This design comes from an exercise in tuning for small area, a short achievable clock period and few clock cycles on the open sky130 flow, not from production work.
Where RTL was checked, it was by simulation tests only, not by an equivalence proof against the original.
No functional check of the RTL was part of runs 1 and 2.

<file path="flow/design.v">
`default_nettype none
package isaPkg;
	typedef enum logic [3:0] {
		COND_EQ = 4'b0000,
		COND_NE = 4'b0001,
		COND_CS = 4'b0010,
		COND_CC = 4'b0011,
		COND_MI = 4'b0100,
		COND_PL = 4'b0101,
		COND_VS = 4'b0110,
		COND_VC = 4'b0111,
		COND_HI = 4'b1000,
		COND_LS = 4'b1001,
		COND_GE = 4'b1010,
		COND_LT = 4'b1011,
		COND_GT = 4'b1100,
		COND_LE = 4'b1101,
		COND_AL = 4'b1110
	} condCode_t;
	typedef enum logic [1:0] {
		OP_DP     = 2'b00,
		OP_MEM    = 2'b01,
		OP_BRANCH = 2'b10
	} opClass_t;
	typedef enum logic [3:0] {
		FN_AND = 4'b0000,
		FN_EOR = 4'b0001,
		FN_SUB = 4'b0010,
		FN_ADD = 4'b0100,
		FN_ORR = 4'b1100
	} dpFunct_t;
	typedef enum logic [2:0] {
		ALU_ADD = 3'b000,
		ALU_SUB = 3'b001,
		ALU_AND = 3'b010,
		ALU_ORR = 3'b011,
		ALU_EOR = 3'b100,
		ALU_MUL = 3'b101
	} aluOp_t;
	typedef struct packed {
		logic n;
		logic z;
		logic c;
		logic v;
	} aluFlags_t;
endpackage
`default_nettype wire
`default_nettype none
package ctrlPkg;
	typedef enum logic [3:0] {
		FETCH    = 4'd0,
		DECODE   = 4'd1,
		MEMADR   = 4'd2,
		MEMRD    = 4'd3,
		MEMWB    = 4'd4,
		MEMWR    = 4'd5,
		EXECUTER = 4'd6,
		EXECUTEI = 4'd7,
		ALUWB    = 4'd8,
		BRANCH   = 4'd9
	} cpuState_t;
	typedef enum logic [1:0] {
		SRCB_REG  = 2'b00,
		SRCB_IMM  = 2'b01,
		SRCB_STEP = 2'b10
	} srcBSel_t;
	typedef enum logic [1:0] {
		RES_ALUOUT = 2'b00,
		RES_DATA   = 2'b01,
		RES_ALU    = 2'b10
	} resultSel_t;
	typedef enum logic [1:0] {
		IMM_8      = 2'b00,
		IMM_12     = 2'b01,
		IMM_BRANCH = 2'b10
	} immSel_t;
endpackage
`default_nettype wire
`default_nettype none
module armCore (
	input  logic        clk,
	input  logic        reset,
	input  logic [31:0] readData,
	output logic        memWrite,
	output logic [31:0] adr,
	output logic [31:0] writeData
);
	logic [31:0] regs [0:14];
	logic        fN, fZ, fC, fV;
	logic [31:0] pcReg;             
	logic [31:0] ir;
	logic        irValid;
	logic [15:0] selA, selB;        
	logic [31:0] pc8D;              
	logic        irFok;             
	logic        eValid;
	logic [3:0]  eCond, eFn, eRd;
	logic        eDP, eMul, eLoad, eB, ePred, eS, eArith, eSub, eRdPc;
	logic        eMemGo;            
	logic        memWReg;
	logic [31:0] opA, opB;          
	logic [31:0] dAdr;              
	logic [31:0] wdReg;             
	logic [2:0]  mulCnt;            
	logic        mulFirst;          
	function automatic logic condOk(input logic [3:0] c, input logic n, input logic z,
	                                input logic cf, input logic v);
		case (c)
			4'b0000: condOk = z;
			4'b0001: condOk = !z;
			4'b0010: condOk = cf;
			4'b0011: condOk = !cf;
			4'b0100: condOk = n;
			4'b0101: condOk = !n;
			4'b0110: condOk = v;
			4'b0111: condOk = !v;
			4'b1000: condOk = cf && !z;
			4'b1001: condOk = !(cf && !z);
			4'b1010: condOk = (n == v);
			4'b1011: condOk = (n != v);
			4'b1100: condOk = !z && (n == v);
			4'b1101: condOk = !(!z && (n == v));
			4'b1110: condOk = 1'b1;
			default: condOk = 1'b0;
		endcase
	endfunction
	function automatic logic [32:0] addPP(input logic [31:0] a, input logic [31:0] b, input logic ci);
		logic [31:0] p, g, pp, gg, c;
		p = a ^ b;
		g = a & b;
		gg = g;
		pp = p;
		gg[0] = g[0] | (p[0] & ci);
		for (int l = 0; l < 5; l++) begin
			logic [31:0] gn, pn;
			gn = gg;
			pn = pp;
			for (int i = 0; i < 32; i++) begin
				if ((i >> l) & 1) begin
					int j;
					j = ((i >> l) << l) - 1;
					gn[i] = gg[i] | (pp[i] & gg[j]);
					pn[i] = pp[i] & pp[j];
				end
			end
			gg = gn;
			pp = pn;
		end
		c = {gg[30:0], ci};
		addPP = {gg[31], p ^ c};
	endfunction
	logic        condE, passE, mulStep, mulFin, eBusy;
	assign condE   = condOk(eCond, fN, fZ, fC, fV);
	assign passE   = eValid && condE;
	assign mulFin  = (mulCnt == 3'd4);
	assign mulStep = passE && eMul && !mulFin;
	assign eBusy   = mulStep;
	logic [32:0] sum;
	logic [31:0] res;
	assign sum = addPP(opA, opB, eSub);
	always_comb begin
		res = sum[31:0];
		if (eDP) begin
			case (eFn)
				4'b0000: res = opA & opB;
				4'b0001: res = opA ^ opB;
				4'b1100: res = opA | opB;
				default: res = sum[31:0];
			endcase
		end
	end
	function automatic logic [11:0] boothEnc(input logic [8:0] w);
		logic [11:0] e;
		for (int i = 0; i < 4; i++) begin
			logic x2, x1, x0;
			x2 = w[2 * i + 2];
			x1 = w[2 * i + 1];
			x0 = w[2 * i];
			e[i]     = x1 ^ x0;
			e[4 + i] = (x2 && !x1 && !x0) || (!x2 && x1 && x0);
			e[8 + i] = x2 && !(x1 && x0);
		end
		boothEnc = e;
	endfunction
	logic [3:0]  bOne, bTwo, bNeg;
	logic [8:0]  rsNext;
	logic [31:0] csS, csC;
	always_comb begin
		case (mulCnt[1:0])
			2'd0:    rsNext = opB[23:15];
			2'd1:    rsNext = opB[15:7];
			default: rsNext = {opB[7:0], 1'b0};
		endcase
	end
	function automatic logic [63:0] csa(input logic [31:0] a, input logic [31:0] b, input logic [31:0] c);
		logic [31:0] s, k;
		s = a ^ b ^ c;
		k = (a & b) | (a & c) | (b & c);
		csa = {k[30:0], 1'b0, s};
	endfunction
	logic [31:0] row [0:5];
	logic [31:0] l1 [0:3];
	logic [31:0] l2 [0:2];
	always_comb begin
		for (int i = 0; i < 4; i++) begin
			logic [31:0] mag;
			mag = bOne[i] ? opA : (bTwo[i] ? {opA[30:0], 1'b0} : 32'd0);
			row[i] = (mag ^ {32{bNeg[i]}}) << (2 * i);
		end
		row[4] = mulFirst ? 32'd0 : {dAdr[23:0], 8'd0};
		row[5] = {mulFirst ? 24'd0 : wdReg[23:0],
		          1'b0, bNeg[3], 1'b0, bNeg[2], 1'b0, bNeg[1], 1'b0, bNeg[0]};
		{l1[1], l1[0]} = csa(row[0], row[1], row[2]);
		{l1[3], l1[2]} = csa(row[3], row[4], row[5]);
		{l2[1], l2[0]} = csa(l1[0], l1[1], l1[2]);
		l2[2] = l1[3];
		{csC, csS} = csa(l2[0], l2[1], l2[2]);
	end
	logic        ldE, wen, jumpE;
	logic [31:0] wd, jumpTarget;
	assign ldE        = eMemGo && eLoad;
	assign wd         = ldE ? readData : res;
	assign wen        = (passE && ((eDP && !eRdPc) || (eMul && mulFin))) || (ldE && !eRdPc);
	assign jumpE      = (passE && eDP && eRdPc) || (ldE && eRdPc) || (eValid && eB && (condE != ePred));
	assign jumpTarget = ldE ? readData : res;
	always_ff @(posedge clk) begin
		if (wen)
			regs[eRd] <= wd;
	end
	always_ff @(posedge clk or posedge reset) begin
		if (reset) begin
			fN <= 1'b0;
			fZ <= 1'b0;
			fC <= 1'b0;
			fV <= 1'b0;
		end else if (passE && eS && ((eDP && !eRdPc) || (eMul && mulFin))) begin
			fN <= res[31];
			fZ <= (res == 32'd0);
			if (eArith) begin
				fC <= sum[32];
				fV <= !(opA[31] ^ opB[31]) && (opA[31] ^ sum[31]);
			end
		end
	end
	logic        isDP, isMem, isB, isMul, immOp, isLoad, isPcAdd;
	logic [3:0]  fn, rdF, rnF;
	assign isMul  = (ir[27:22] == 6'b000000) && (ir[7:4] == 4'b1001);
	assign isDP   = (ir[27:26] == 2'b00) && !isMul;
	assign isMem  = (ir[27:26] == 2'b01);
	assign isB    = (ir[27:26] == 2'b10);
	assign immOp  = ir[25];
	assign isLoad = ir[20];
	assign fn     = ir[24:21];
	assign rdF    = isMul ? ir[19:16] : ir[15:12];
	assign rnF    = ir[19:16];
	assign isPcAdd = isDP && immOp && fn == 4'b0100 && !ir[20] && rnF == 4'd15
	               && ir[15:12] == 4'd15 && ir[11:8] == 4'd0;
	logic [31:0] rdA, rdB, rdAf, rdBf;
	always_comb begin
		rdA = selA[15] ? pc8D : 32'd0;
		rdB = selB[15] ? pc8D : 32'd0;
		for (int r = 0; r < 15; r++) begin
			if (selA[r]) rdA = rdA | regs[r];
			if (selB[r]) rdB = rdB | regs[r];
		end
	end
	assign rdAf = (wen && selA[eRd]) ? wd : rdA;
	assign rdBf = (wen && selB[eRd]) ? wd : rdB;
	logic condD, flagsBusy, dStall, dAdv, dTake, memGoD, isSub, needFall;
	assign condD     = condOk(ir[31:28], fN, fZ, fC, fV);
	assign flagsBusy = eValid && eS && (eDP || eMul);
	assign dStall    = (isMem && ((eValid && (eDP || eMul || eLoad) && eRd == rnF)
	                              || (ir[31:28] != 4'b1110 && flagsBusy)))
	                || (isMul && eValid && (eDP || eMul || eLoad) && selB[eRd]);
	assign dAdv      = irValid && !eBusy && !dStall && !jumpE;
	assign needFall  = !flagsBusy && !condD;
	assign dTake     = dAdv && ((isB && (needFall || !irFok)) || (isPcAdd && !needFall));
	assign memGoD    = isMem && condD;
	assign isSub     = isDP && (fn == 4'b0010);
	logic [31:0] addrD, brD, offB;
	logic [12:0] addrLo;
	logic [19:0] baseHiInc;
	assign addrLo    = {1'b0, rdA[11:0]} + {1'b0, ir[11:0]};
	assign baseHiInc = rdA[31:12] + 20'd1;
	assign addrD     = {addrLo[12] ? baseHiInc : rdA[31:12], addrLo[11:0]};
	logic [32:0] brDc;
	assign offB = {{6{ir[23]}}, ir[23:0], 2'b00};
	assign brDc = addPP(pc8D, isPcAdd ? {20'd0, ir[11:0]} : (needFall ? 32'hFFFF_FFFC : offB), 1'b0);
	assign brD  = brDc[31:0];
	logic [31:0] opBD;
	always_comb begin
		if (isB || isPcAdd)
			opBD = (needFall && isB) ? offB : 32'hFFFF_FFFC;
		else if (immOp && isDP)
			opBD = {24'd0, ir[7:0]} ^ {32{isSub}};
		else
			opBD = rdBf ^ {32{isSub}};
	end
	function automatic logic [3:0] portA(input logic [31:0] i);
		if (i[27:26] == 2'b10)
			portA = 4'd15;
		else if (i[27:22] == 6'b000000 && i[7:4] == 4'b1001)
			portA = i[3:0];
		else
			portA = i[19:16];
	endfunction
	function automatic logic [3:0] portB(input logic [31:0] i);
		if (i[27:26] == 2'b01)
			portB = i[15:12];
		else if (i[27:22] == 6'b000000 && i[7:4] == 4'b1001)
			portB = i[11:8];
		else
			portB = i[3:0];
	endfunction
	logic        fBr, fOk;
	logic [7:0]  fT;
	assign fBr = (readData[27:26] == 2'b10);
	logic [6:0]  pcLo2;
	logic [32:0] fSum;
	assign pcLo2 = {1'b0, pcReg[7:2]} + 7'd2;
	assign fSum  = addPP({25'd0, pcLo2}, {{26{readData[5]}}, readData[5:0]}, 1'b0);
	assign fT    = fSum[7:0];
	assign fOk = (readData[23:5] == 19'd0 || readData[23:5] == 19'h7FFFF) && fT[7:6] == 2'b00;
	logic irLoad;
	assign irLoad = !eMemGo && (!irValid || dAdv) && !jumpE && !dTake;
	logic [31:0] pcOther, pcNext;
	assign pcOther = jumpE ? jumpTarget : dTake ? brD
	               : irLoad ? {pcReg[31:2] + 30'd1, pcReg[1:0]} : pcReg;
	assign pcNext  = (irLoad && fBr) ? {pcReg[31:8], fT[5:0], pcReg[1:0]} : pcOther;
	logic [1:0] lzB;
	logic [8:0] rsFirst;
	assign lzB = (rdB[31:7] == 25'd0) ? 2'd3 : (rdB[31:15] == 17'd0) ? 2'd2
	           : (rdB[31:23] == 9'd0) ? 2'd1 : 2'd0;
	always_comb begin
		case (lzB)
			2'd0:    rsFirst = rdB[31:23];
			2'd1:    rsFirst = rdB[23:15];
			2'd2:    rsFirst = rdB[15:7];
			default: rsFirst = {rdB[7:0], 1'b0};
		endcase
	end
	always_ff @(posedge clk or posedge reset) begin
		if (reset) begin
			pcReg   <= 32'd0;
			irValid <= 1'b0;
			eValid  <= 1'b0;
			eMemGo  <= 1'b0;
			memWReg <= 1'b0;
			mulCnt  <= 3'd0;
		end else begin
			if (mulStep)
				mulCnt <= mulCnt + 3'd1;
			else if (dAdv)
				mulCnt <= {1'b0, lzB};
			pcReg <= pcNext;
			if (jumpE || dTake)
				irValid <= 1'b0;
			else if (irLoad)
				irValid <= 1'b1;
			else if (dAdv)
				irValid <= 1'b0;
			if (!eBusy) begin
				eValid  <= dAdv;
				eMemGo  <= dAdv && memGoD;
				memWReg <= dAdv && memGoD && !isLoad;
			end
		end
	end
	always_ff @(posedge clk) begin
		if (irLoad) begin
			ir   <= readData;
			selA <= 16'(1) << portA(readData);
			selB <= 16'(1) << portB(readData);
			pc8D <= {pcReg[31:2] + 30'd2, pcReg[1:0]};
			irFok <= fOk;
		end
		if (dAdv) begin
			eCond  <= ir[31:28];
			eFn    <= fn;
			eRd    <= rdF;
			eDP    <= isDP && !isPcAdd;
			eMul   <= isMul;
			eLoad  <= isLoad;
			eB     <= isB || isPcAdd;
			ePred  <= !needFall;
			eS     <= ir[20];
			eArith <= isDP && (fn == 4'b0010 || fn == 4'b0100);
			eSub   <= isSub;
			eRdPc  <= (rdF == 4'd15);
			opA    <= rdAf;
			opB    <= opBD;
			{bNeg, bTwo, bOne} <= boothEnc(rsFirst);
		end else if (mulStep)
			{bNeg, bTwo, bOne} <= boothEnc(rsNext);
		if (dAdv)
			mulFirst <= 1'b1;
		else if (mulStep)
			mulFirst <= 1'b0;
		if (!dAdv && mulStep && mulCnt == 3'd3) begin
			opA <= csS;
			opB <= csC;
		end
		dAdr  <= mulStep ? csS : addrD;
		wdReg <= mulStep ? csC : rdBf;
	end
	assign adr       = eMemGo ? dAdr : pcReg;
	assign memWrite  = memWReg;
	assign writeData = wdReg;
endmodule
`default_nettype wire
</file>
<file path="flow/flow/run.sh">
#!/bin/bash
# Standard layout (the standard.sh: ORFS from the standard synthesis to
# finish), with two changes passed to ORFS's make:
#  - repair_timing aims for the setup slack margin in flow/margin.txt (ns),
#    at each stage where the standard flow repairs timing;
#  - clock tree synthesis inserts no dummy loads.
# Each tool's output goes to standard.log and ORFS's own logs under orfs/logs.
set -euo pipefail
MARGIN=$(cat flow/margin.txt)
bash standard.sh SETUP_SLACK_MARGIN=$MARGIN \
	"CTS_ARGS=-sink_clustering_enable -repair_clock_nets -dont_use_dummy_load" \
	finish > standard.log 2>&1
</file>
<file path="flow/flow/margin.txt">
9.5
</file>
<file path="flow/standard.sh">
#!/bin/bash
# synth_recipe.tcl (not shown) runs the flow's synth.tcl, then flattens the netlist and writes it again
# the make line also repeats each setting of config.mk as NAME=value (left out here)
make -C /OpenROAD-flow-scripts/flow DESIGN_CONFIG=/design/flow/config.mk WORK_HOME=/design/flow/orfs CLKGATE_MAP_FILE= SYNTH_SCRIPT=/design/flow/synth_recipe.tcl "${@:-finish}"
</file>
<file path="flow/config.mk">
export PLATFORM = sky130hd
export DESIGN_NAME = armCore
export DESIGN_NICKNAME = armCore
export VERILOG_FILES = /design/flow/design.v
export SDC_FILE = /design/flow/constraint.sdc
export NUM_CORES = 4
export LEC_CHECK = 0
export CAP_MARGIN = 20
export CORE_MARGIN = 2
export CORE_UTILIZATION = 60
export SLEW_MARGIN = 20
export TNS_END_PERCENT = 10
</file>
<file path="flow/constraint.sdc">
create_clock -name core_clock -period 14.0 [get_ports {clk}]
set_input_delay 2.8000 -clock core_clock [delete_from_list [all_inputs] [get_ports {clk}]]
set_output_delay 2.8000 -clock core_clock [all_outputs]
set_load 0.01 [all_outputs]
</file>
==> flow_metrics.tcl, run 1 <==
set metrics [dict create \
    yosysWarnings 4 \
    min_path_type "flip-flop to flip-flop" \
    syn_area_per_cell_sq_um 10.8 \
    cp_num_cells 4 \
    finish.net_count 4724 \
    rows 103 \
    fin_skew_ps 104 \
    synth.distinct_cells 103 \
    synth_mux_area_share_pct 3.09 \
    ys_ff_latch 781 \
    ctsHoldBuffers 0 \
    place_congestion 1.04 \
    yosysTopAreaCell "edfxtp_1" \
    synth_edf_count 672 \
    r2r-start "opA[0]" \
    cp.required_ps 11200 \
    root_buffer "clkbuf_16" \
    cp-endpoint "adr[3]" \
    area_growth_syn_to_layout_pct 12.3 \
    vias 40976 \
    final-hold-violation-count 0 \
    slew_viol_final 0 \
    die_w_um 285 \
    cts_tree "done" \
    status "finished clean" \
    async_reset_ff_share_pct 5.51 \
    max_cap_viol_count 0 \
    firstDrtPassIters 16 \
    die_h_um 285 \
    fin_crit_ps 4790 \
    fmax_ghz 0.209 \
    routedWlPerCell_um 36.1 \
    grt_setup_unrepaired "true" \
    grt_max_degree 73 \
    antenna_found_initial 13 \
    grt-ovfl-total 0 \
    ys_seq_area_share_pct 47.7 \
    synth_xor_area_share_pct 4.70 \
    crit_fanout 11 \
    crit_chain "buf_6 -> bufbuf_16 -> o21ai_4 -> buf_2" \
    synthTopCellsByArea "edfxtp_1, fa_1, a22oi_1, ha_1, a221oi_1" \
    cts_max_path_buffers 3 \
    timing.critical_path.buf_inv 3 \
    slew_headroom_pct 27.2 \
    grt_pass1_vias 37898 \
    hold_depth 0 \
    grt_usage_pct 47.4 \
    yosysTopAreaCellShare_pct 42.6 \
    syn_nets 4655 \
    drive_gt1_share_pct 11.9 \
    clk_pin_slew_ps 60 \
    core_sq_um 78600 \
    reg2reg_depth 14 \
    critPathKind "flip-flop to primary output" \
    tightest_slew_ps 1090 \
    io_buffers 98 \
    drc_errors 0 \
    h-tree-depth 3 \
    antenna_left 0 \
    dieArea_sq_um 81200 \
    initial_core_util_pct 60.2 \
    routed_wl_um 198000 \
    min_period_over_period_pct 34.2 \
    cts_sinks 781 \
    io_pins 99 \
    clock_latency_ps 680 \
    critPathLaunchType "flip-flop" \
    end_kind "primary output" \
    startpoint "eMemGo" \
    cp.arrival_ps 1990 \
    cpPeakStageDelay_ps 490 \
    synth_area_sq_um 47300 \
    finalSetupTns_ps 0 \
    hpwl_um 127000 \
    reg2reg_setup_slack_ps 9290 \
    postSynthCellCount 4367 \
    drt_iter0_markers 7221 \
    synthFlopType "edfxtp_1" \
    worst_r2r_endpoint "wdReg[29]" \
    fin_cells 5489 \
    vias_per_cell 7.47 \
    cts_made_buffers 84 \
    post-route-util_pct 67.6 \
    dp_cells 5312 \
    cpLargestDelayFamily "buffers and inverters" \
    critPathSlowestCell "dfrtp_2" \
    synth_top_family_by_area "compound AO/OA/AOI/OAI gates" \
    synthSimpleGateAreaFrac_pct 11.3 \
    grt_pass1_wl_um 275000 \
    finalSetupViolCount 0 \
    synth-compound-area-share_pct 20.0 \
    synth_fa_ha_area_share_pct 8.52 \
]
==> synth_stat cells, types with 17 or more instances <==
cell type  count
nor4_1        26
dfrtp_1       43
inv_1        266
edfxtp_1     672
and2_1        19
a21o_1        36
nand3_1       77
a211oi_1      20
nand4_1       56
and3_1        30
xnor2_1      165
dfxtp_1       66
a31oi_1       26
mux2_2        55
fa_1         114
nor2_1       305
xor2_1        89
buf_1         40
a22o_1       181
and4_1        30
or3_1         17
buf_2         30
o21ai_0      147
mux2i_1       60
o211ai_1      31
a21oi_1      183
o21a_1        29
nand2_1      288
nor3_1        61
nand2b_1      77
a221oi_1     186
a22oi_1      293
clkbuf_1     241
ha_1         140
==> layout make-up <==
cell class / count / area [sq um]
fillers: 5993 / 25400
multi-input cells: 3006 / 23400
flip-flops and latches: 781 / 22600
repair buffers: 295 / 2750
clock buffers: 84 / 2100
well taps: 1050 / 1310
inverters: 268 / 1010
diodes: 5 / 12.5
==> stage by stage <==
step	setup WS, ps	hold slack [ps]	cell area (sq um)
finish	9210	597	53200
global route	9230	614	53200
CTS	9240	595	52100
detailed placement	8240	575	49400
global placement	8230	565	49400
floorplan	9300	424	47400
==> cells in the final DEF, fill, tap and decap left out, types with 134 or more instances in the layout <==
| cell | netlist | layout |
|---|---|---|
| buf_4 | 2 | 159 |
| inv_1 | 266 | 265 |
| a22oi_1 | 293 | 293 |
| nand2_1 | 288 | 285 |
| edfxtp_1 | 672 | 672 |
| a22o_1 | 181 | 181 |
| nor2_1 | 305 | 288 |
| a221oi_1 | 186 | 185 |
| a21oi_1 | 183 | 171 |
| xnor2_1 | 165 | 163 |
| o21ai_0 | 147 | 134 |
==> logic make-up after synthesis <==
group	count (synthesis)
compound gates	1285
simple gates	1084
flops	781
buf+inv	583
xor+xnor	254
fa+ha+maj	254
mux	126
==> state kept, by name, summed over array words and instances (netlist names), 32 cells and up <==
signal	count
regs	480
wdReg	32
dAdr	32
pc8D	32
opA	32
opB	32
ir	32
pcReg	32
==> worst min-delay path by stage <==
stage / from / slack [ps] / end
2_1_floorplan: ir[29] / 420 / eCond[1]
3_3_place_gp: mulFirst / 570 / mulFirst
3_5_place_dp: ir[24] / 580 / eFn[3]
4_1_cts: mulCnt[0] / 590 / mulCnt[0]
5_1_grt: mulCnt[0] / 610 / mulCnt[0]
6_report: ir[24] / 600 / eFn[3]
==> timing repair <==
item | 4_1_cts | 5_1_grt
endpoints found under the setup margin | 413 | 338
setup buffers | 19 | 59
pin swaps | 8 | 52
gates resized for setup | 186 | 123
gates cloned | 8 | 2
==> routing by layer <==
layer	part of all wire (%)	up-vias	track usage [%]
li1	-	16599	-
met1	34	19720	59.8
met2	42	3706	69.8
met3	15	939	14.8
met4	9.0	12	33.4
met5	0.042	-	0
==> run 2, diff against run 1 <==
--- a/flow/design.v
+++ b/flow/design.v
@@ -280,7 +280,5 @@
 	logic [31:0] addrD, brD, offB;
-	logic [12:0] addrLo;
-	logic [19:0] baseHiInc;
-	assign addrLo    = {1'b0, rdA[11:0]} + {1'b0, ir[11:0]};
-	assign baseHiInc = rdA[31:12] + 20'd1;
-	assign addrD     = {addrLo[12] ? baseHiInc : rdA[31:12], addrLo[11:0]};
+	logic [32:0] addrDc;
+	assign addrDc = addPP(rdA, {20'd0, ir[11:0]}, 1'b0);
+	assign addrD  = addrDc[31:0];
 	logic [32:0] brDc;
==> run 2 against run 1 <==
  * Via count rose by 1.0%
  * First-iteration DRC count rose by 7.6%
  * Wire length rose by 3.1%
  * Design area fell by 0.19%
  * Worst setup slack got worse by 95 ps
  * Die area fell by 0.11%
  * Clock skew fell by 35 ps
  * Global-route usage rose by 1.2 points
==> flow_metrics.tcl, run 2 <==
set metrics [dict create \
    timing.critical_path.buf_inv 2 \
    vias_per_cell 7.58 \
    yosysWarnings 4 \
    firstDrtPassIters 8 \
    grt-ovfl-total 0 \
    root_buffer "clkbuf_16" \
    routedWlPerCell_um 37.4 \
    postSynthCellCount 4315 \
    post-route-util_pct 68.3 \
    grt_pass1_vias 37920 \
    ctsHoldBuffers 0 \
    num-fill-cells 5943 \
    cts_made_buffers 85 \
    synthFlopType "edfxtp_1" \
    syn_nets 4605 \
    yosysMostFrequentCell "edfxtp_1" \
    status "finished clean" \
    area_growth_syn_to_layout_pct 12.2 \
    slew_headroom_pct 22.3 \
    core_sq_um 77700 \
    cts_max_path_buffers 3 \
    top_register "regs" \
    initial_core_util_pct 60.8 \
    min_period_over_period_pct 34.9 \
    synth_area_sq_um 47300 \
    critPathKind "primary input to flip-flop" \
    finish.net_count 4699 \
    hpwl_um 130000 \
    rows 102 \
    antenna_left 0 \
    final-hold-violation-count 0 \
    place_congestion 1.08 \
    cp.arrival_ps 5280 \
    yosysTopAreaCellShare_pct 42.7 \
    vias 41384 \
    synth.distinct_cells 115 \
    layout_common_cells "edfxtp_1, nand2_1, a22oi_1" \
    grt_usage_pct 48.6 \
    grt_pass1_wl_um 280000 \
    yosysTopAreaCell "edfxtp_1" \
    clock_latency_ps 670 \
    max_cap_viol_count 0 \
    cp.required_ps 14400 \
    async_reset_ff_share_pct 5.51 \
    die_w_um 285 \
    critPathSlowestCell "nor4_2" \
    end_kind "flip-flop" \
    routed_wl_um 204000 \
    cpPeakStageDelay_ps 680 \
    cts_tree "done" \
    synth_edf_count 672 \
    antenna_found_initial 19 \
    ys_ff_latch 781 \
    crit_fanout 10 \
    h-tree-depth 3 \
    drive_gt1_share_pct 12.2 \
    clk_pin_slew_ps 60 \
    crit_chain "clkdlybuf4s50_1 -> nor4_2 -> nand4_1 -> buf_4 -> mux2i_1 -> o21ai_0 -> nand2b_1 -> nor2_1" \
    finalSetupViolCount 0 \
    drc_errors 0 \
    io_buffers 98 \
    dieArea_sq_um 81100 \
    grt_setup_unrepaired "true" \
    synth_commonest_cells "edfxtp_1, nand2_1, a22oi_1" \
    largest_reg_flops 480 \
    tightest_slew_ps 1130 \
    fin_crit_ps 4880 \
    finalSetupTns_ps 0 \
    synthTopCellsByArea "edfxtp_1, fa_1, a22oi_1, ha_1, a22o_1" \
    fmax_ghz 0.205 \
    die_h_um 285 \
    cpLargestDelayFamily "simple AND/OR/NAND/NOR gates" \
    slew_viol_final 0 \
    ys_seq_area_share_pct 47.7 \
    grt_max_degree 77 \
    cts_sinks 781 \
    critPathLaunchType "primary input" \
    fin_skew_ps 69.4 \
    syn_area_per_cell_sq_um 11.0 \
    drt_iter0_markers 7767 \
    min_path_type "flip-flop to flip-flop" \
    io_pins 99 \
    mostFrequentLayoutCell "edfxtp_1" \
]
## run 2: metal layers
metal	share of wire (%)	GRT usage [%]	up-vias
met5	0.063	0	-
met4	8.4	32.3	16
met3	17	17.8	1007
met2	41	69.7	4094
met1	33	61.9	19771
li1	-	-	16496
## run 2: cells by family after synthesis
group                    synth area share (%)
AO/OA/AOI/OAI                            20.1
AND/OR/NAND/NOR                          10.9
flip-flops                               47.7
buffers and inverters                    4.98
adder cells (fa/ha/maj)                  8.63
XOR/XNOR                                 4.31
multiplexers                             3.25
## run 2: final cells by class
class	count	area, sq um	area share [%]
Tap cell	1040	1300	2.45
Inverter	276	1040	1.96
Antenna cell	11	27.5	0.0519
Timing Repair Buffer	311	2930	5.52
Sequential cell	781	22600	42.6
Multi-Input combinational cell	2954	23100	43.4
Clock buffer	85	2130	4.01
## run 2: worst paths after layout
kind,endpoint,cells after the start,slack (ps),startpoint
setup reg to reg,bOne[3],11,9230,selB[9]
hold reg to reg,mulCnt[2],2,570,mulCnt[2]
max in group asynchronous,fN,3,10620,reset
min in group asynchronous,pcReg[18],3,2740,reset
setup / recovery,selB[4],8,9120,readData[22]
hold / removal,mulCnt[2],2,570,mulCnt[2]
## run 2: worst min-delay path: cells and delay by family (launching register included)
family	cells	cell delay (ps)
flip-flops	1	380
AND/OR/NAND/NOR	1	70
AO/OA/AOI/OAI	1	70
## run 2: timing repair
item,4_1_cts,5_1_grt
gates cloned,5,11
gates resized for setup,76,173
pin swaps,4,43
setup endpoints to repair,277,412
setup buffers,9,92
## run 2: per-stage QoR
| stage | instance area [sq um] | worst slack [ps] | hold WS (ps) | cells |
|---|---|---|---|---|
| 6_report | 53100 | 9120 | 566 | 5458 |
| 5_1_grt | 53100 | 9140 | 564 | 5451 |
| 4_1_cts | 51600 | 9140 | 553 | 5344 |
| 3_5_place_dp | 49200 | 8150 | 546 | 5245 |
| 3_3_place_gp | 49200 | 8110 | 546 | 5245 |
| 2_1_floorplan | 47300 | 8330 | 442 | 4315 |
==> run 3, diff against run 2 <==
--- a/flow/design.v
+++ b/flow/design.v
@@ -279,10 +279,7 @@
 	assign isSub     = isDP && (fn == 4'b0010);
-	logic [31:0] addrD, brD, offB;
-	logic [32:0] addrDc;
-	assign addrDc = addPP(rdA, {20'd0, ir[11:0]}, 1'b0);
-	assign addrD  = addrDc[31:0];
-	logic [32:0] brDc;
+	logic [31:0] addD, offB;
 	assign offB = {{6{ir[23]}}, ir[23:0], 2'b00};
-	assign brDc = addPP(pc8D, isPcAdd ? {20'd0, ir[11:0]} : (needFall ? 32'hFFFF_FFFC : offB), 1'b0);
-	assign brD  = brDc[31:0];
+	logic [32:0] addDc;
+	assign addDc = addPP(rdA, (isMem || isPcAdd) ? {20'd0, ir[11:0]} : (needFall ? 32'hFFFF_FFFC : offB), 1'b0);
+	assign addD  = addDc[31:0];
 	logic [31:0] opBD;
@@ -324,3 +321,3 @@
 	logic [31:0] pcOther, pcNext;
-	assign pcOther = jumpE ? jumpTarget : dTake ? brD
+	assign pcOther = jumpE ? jumpTarget : dTake ? addD
 	               : irLoad ? {pcReg[31:2] + 30'd1, pcReg[1:0]} : pcReg;
@@ -400,3 +397,3 @@
 		end
-		dAdr  <= mulStep ? csS : addrD;
+		dAdr  <= mulStep ? csS : addD;
 		wdReg <= mulStep ? csC : rdBf;
==> flow/run.sh (new file) <==
#!/bin/bash
# synth_recipe.tcl (not shown) runs the flow's synth.tcl, then flattens the netlist and writes it again
# the make line also repeats each setting of config.mk as NAME=value (left out here)
make -C /OpenROAD-flow-scripts/flow DESIGN_CONFIG=/design/flow/config.mk WORK_HOME=/design/flow/orfs CLKGATE_MAP_FILE= SYNTH_SCRIPT=/design/flow/synth_recipe.tcl finish
--- a/flow/config.mk
+++ b/flow/config.mk
@@ -10,2 +10,3 @@
 export CORE_UTILIZATION = 60
+export SETUP_SLACK_MARGIN = 5
 export SLEW_MARGIN = 20
removed: flow/flow/run.sh
removed: flow/flow/margin.txt
removed: flow/standard.sh
==> run 3 against run 2 <==
  * Still clean
  * Cell count decreased by 2.2%
  * Utilization fell by 0.89 points
  * Hold slack better by 23 ps
  * Design area decreased by 3.2%
  * Clock skew down 21 ps
  * Die area shrank 1.9%
  * Count of clock-buffer cells in the layout is 18 higher
  * Non-clock buffer count decreased by 101
  * Global-route usage is 1.1 points lower
  * Critical path depth increased by 11
  * Wire length decreased by 6.7%
  * Critical path type is now flip-flop to flip-flop
  * Largest cell class is now registers
  * Highest routed layer unchanged
==> flow_metrics.tcl, run 3 <==
set metrics [dict create \
    yosysWarnings 4 \
    ys_seq_area_share_pct 48.7 \
    dieArea_sq_um 79500 \
    critPathKind "flip-flop to flip-flop" \
    cts_sinks 781 \
    rows 101 \
    placed_area_sq_um 48400 \
    end_kind "flip-flop" \
    drt_iter0_markers 6873 \
    num-fill-cells 5862 \
    drc_errors 0 \
    cp.required_ps 14510 \
    area_growth_syn_to_layout_pct 10.8 \
    postSynthCellCount 4252 \
    cp.arrival_ps 6880 \
    slew_headroom_pct 15.8 \
    critPathSlowestCell "nor4_1" \
    tightest_slew_ps 1250 \
    final_area_sq_um 51400 \
    antenna_found_initial 7 \
    finish.net_count 4516 \
    layout_common_cells "edfxtp_1, nand2_1, a22oi_1" \
    vias_per_cell 7.40 \
    drive_gt1_share_pct 8.38 \
    synthTopCellsByArea "edfxtp_1, fa_1, a22oi_1, a22o_1, a221oi_1" \
    finalSetupViolCount 0 \
    fin_skew_ps 48.5 \
    post-route-util_pct 67.4 \
    io_pins 99 \
    cts_max_path_buffers 3 \
    critPathLaunchType "flip-flop" \
    post_cts_resized 0 \
    finalSetupTns_ps 0 \
    top_register "regs" \
    io_buffers 98 \
    clk_pin_slew_ps 60 \
    root_buffer "clkbuf_16" \
    async_reset_ff_share_pct 5.51 \
    hpwl_um 125000 \
    synth_commonest_cells "edfxtp_1, nand2_1, a22oi_1" \
    antenna_left 0 \
    place_congestion 1.04 \
    fmax_ghz 0.157 \
    grt_max_degree 69 \
    ys_ff_latch 781 \
    die_h_um 282 \
    yosysMostFrequentCell "edfxtp_1" \
    grt_setup_unrepaired "false" \
    syn_area_per_cell_sq_um 10.9 \
    synth.distinct_cells 90 \
    crit_chain "nor2_1 -> and2_1 -> nand4b_1 -> nor4_1 -> a21oi_2 -> buf_4 -> nor2_1 -> a21oi_1 -> ha_1 -> a21o_1 -> a21o_1 -> a2111oi_0 -> o21bai_1 -> a311o_1 -> a31oi_1 -> o21ai_0 -> o41ai_1 -> xor2_1 -> o21ai_1" \
    synth_edf_count 672 \
    h-tree-depth 3 \
    fin_crit_ps 6380 \
    cts_made_buffers 84 \
    die_w_um 282 \
    routed_wl_um 191000 \
    grt-ovfl-total 0 \
    final-hold-violation-count 0 \
    grt_pass1_wl_um 267000 \
    grt_pass1_vias 37035 \
    status "finished clean" \
    insertedDiodeCount 0 \
    cpPeakStageDelay_ps 620 \
    min_path_type "flip-flop to flip-flop" \
    yosysTopAreaCellShare_pct 43.5 \
    syn_nets 4526 \
    vias 39491 \
    synthFlopType "edfxtp_1" \
    mostFrequentLayoutCell "edfxtp_1" \
    postCtsSetupBuffers 0 \
    clock_latency_ps 650 \
    max_cap_viol_count 0 \
    slew_viol_final 0 \
    largest_reg_flops 480 \
    grt_usage_pct 47.6 \
    cts_tree "done" \
    ctsHoldBuffers 0 \
    initial_core_util_pct 60.8 \
    synth_area_sq_um 46400 \
    crit_fanout 36 \
    yosysTopAreaCell "edfxtp_1" \
    routedWlPerCell_um 35.7 \
    firstDrtPassIters 7 \
    core_sq_um 76200 \
    min_period_over_period_pct 45.5 \
]
run 3: changes by cell type after synthesis, sizes merged, moves of 15 or more:
cell,change
buf,-53
clkbuf,+51
o21ai,-37
nand2,+28
nand3,-18
mux2,-15
run 3: kinds of logic after synthesis:
| kind of cell | count (synthesis) | share of synthesized area [%] |
|---|---|---|
| XOR/XNOR | 229 | 4.34 |
| flip-flops | 781 | 48.7 |
| buffers and inverters | 571 | 4.81 |
| AO/OA/AOI/OAI | 1251 | 19.8 |
| AND/OR/NAND/NOR | 1056 | 11.0 |
| multiplexers | 124 | 3.08 |
| adder cells (fa/ha/maj) | 240 | 8.31 |
run 3: critical path: cells and delay by family (launching register included):
| kind | cells | cell delay (ps) |
|---|---|---|
| xor+xnor | 1 | 210 |
| simple gates | 5 | 1820 |
| compound gates | 11 | 3130 |
| buf+inv | 1 | 280 |
| fa+ha+maj | 1 | 320 |
| flops | 1 | 460 |
run 3: metrics by stage:
stage	std cells	setup slack, ps	hold WS (ps)
3_3_place_gp	5185	8000	545
2_1_floorplan	4252	6780	437
3_5_place_dp	5186	7880	569
6_report	5340	7620	589
4_1_cts	5340	7820	587
5_1_grt	5340	7200	601
run 3: final cells by class:
| class | instances | area, sq um | area share, % |
|---|---|---|---|
| inverters | 265 | 995 | 1.94 |
| multi-input cells | 2900 | 21800 | 42.4 |
| flip-flops and latches | 781 | 22600 | 44.0 |
| well taps | 1030 | 1290 | 2.51 |
| repair buffers | 210 | 1830 | 3.55 |
| clock buffers | 103 | 2220 | 4.33 |
| clock inverters | 51 | 683 | 1.33 |
run 3: path summary, 6_finish.rpt:
kind / from / to / slack [ps] / cells after the start
min in group asynchronous: reset / pcReg[30] / 2670 / 3
hold / removal: ir[24] / eFn[3] / 590 / 0
setup / recovery: ir[26] / dAdr[31] / 7620 / 19
setup reg to reg: ir[26] / dAdr[31] / 7620 / 19
hold reg to reg: ir[24] / eFn[3] / 590 / 0
max in group asynchronous: reset / eMemGo / 10750 / 3
run 3: metal layers:
metal	track usage (%)	part of all wire, %	wire length [um]
met1	60.9	35	66300
met2	68.8	42	79400
met3	14.5	15	27800
met4	34.1	8.9	16900
met5	0	0.041	78
Testbench counts of run 3, summed over its fixed seeds: cycles 23,856.

re-timing with driven ports:
In the flow no input, the clock included, has a driving cell. The finished layouts below were timed again as built, in two steps.
Step 1 sets driving cells, clkbuf_16 on the clock port and buf_2 on the other inputs (assumed; they add their load-dependent delay and slew).
Step 2, shift: input delay + t, output delay - t, t = (earliest + latest rising clock arrival at the registers) / 2. This alone moves slack from input paths to output paths.
Three values: ideal ports, drivers, drivers and shift; two values: the first two.
run	t (ns)	setup WS [ns]	worst setup path at the end	clock arrival spread, ns	slew at the worst register clock pin (ns)
run 1	0.700	9.213 / 9.143 / 8.613	input to register	0.104 / 0.104	0.06 / 0.06
run 2	0.706	9.118 / 9.052 / 8.404	input to register	0.069 / 0.069	0.06 / 0.06
run 3	0.701	7.625 / 7.625 / 7.625	register to register	0.048 / 0.049	0.07 / 0.07
After both steps setup and hold are still met in every run listed. The setup slack of run 2, which loses most, moves by -0.066 ns with the drivers and by -0.714 ns with both steps.
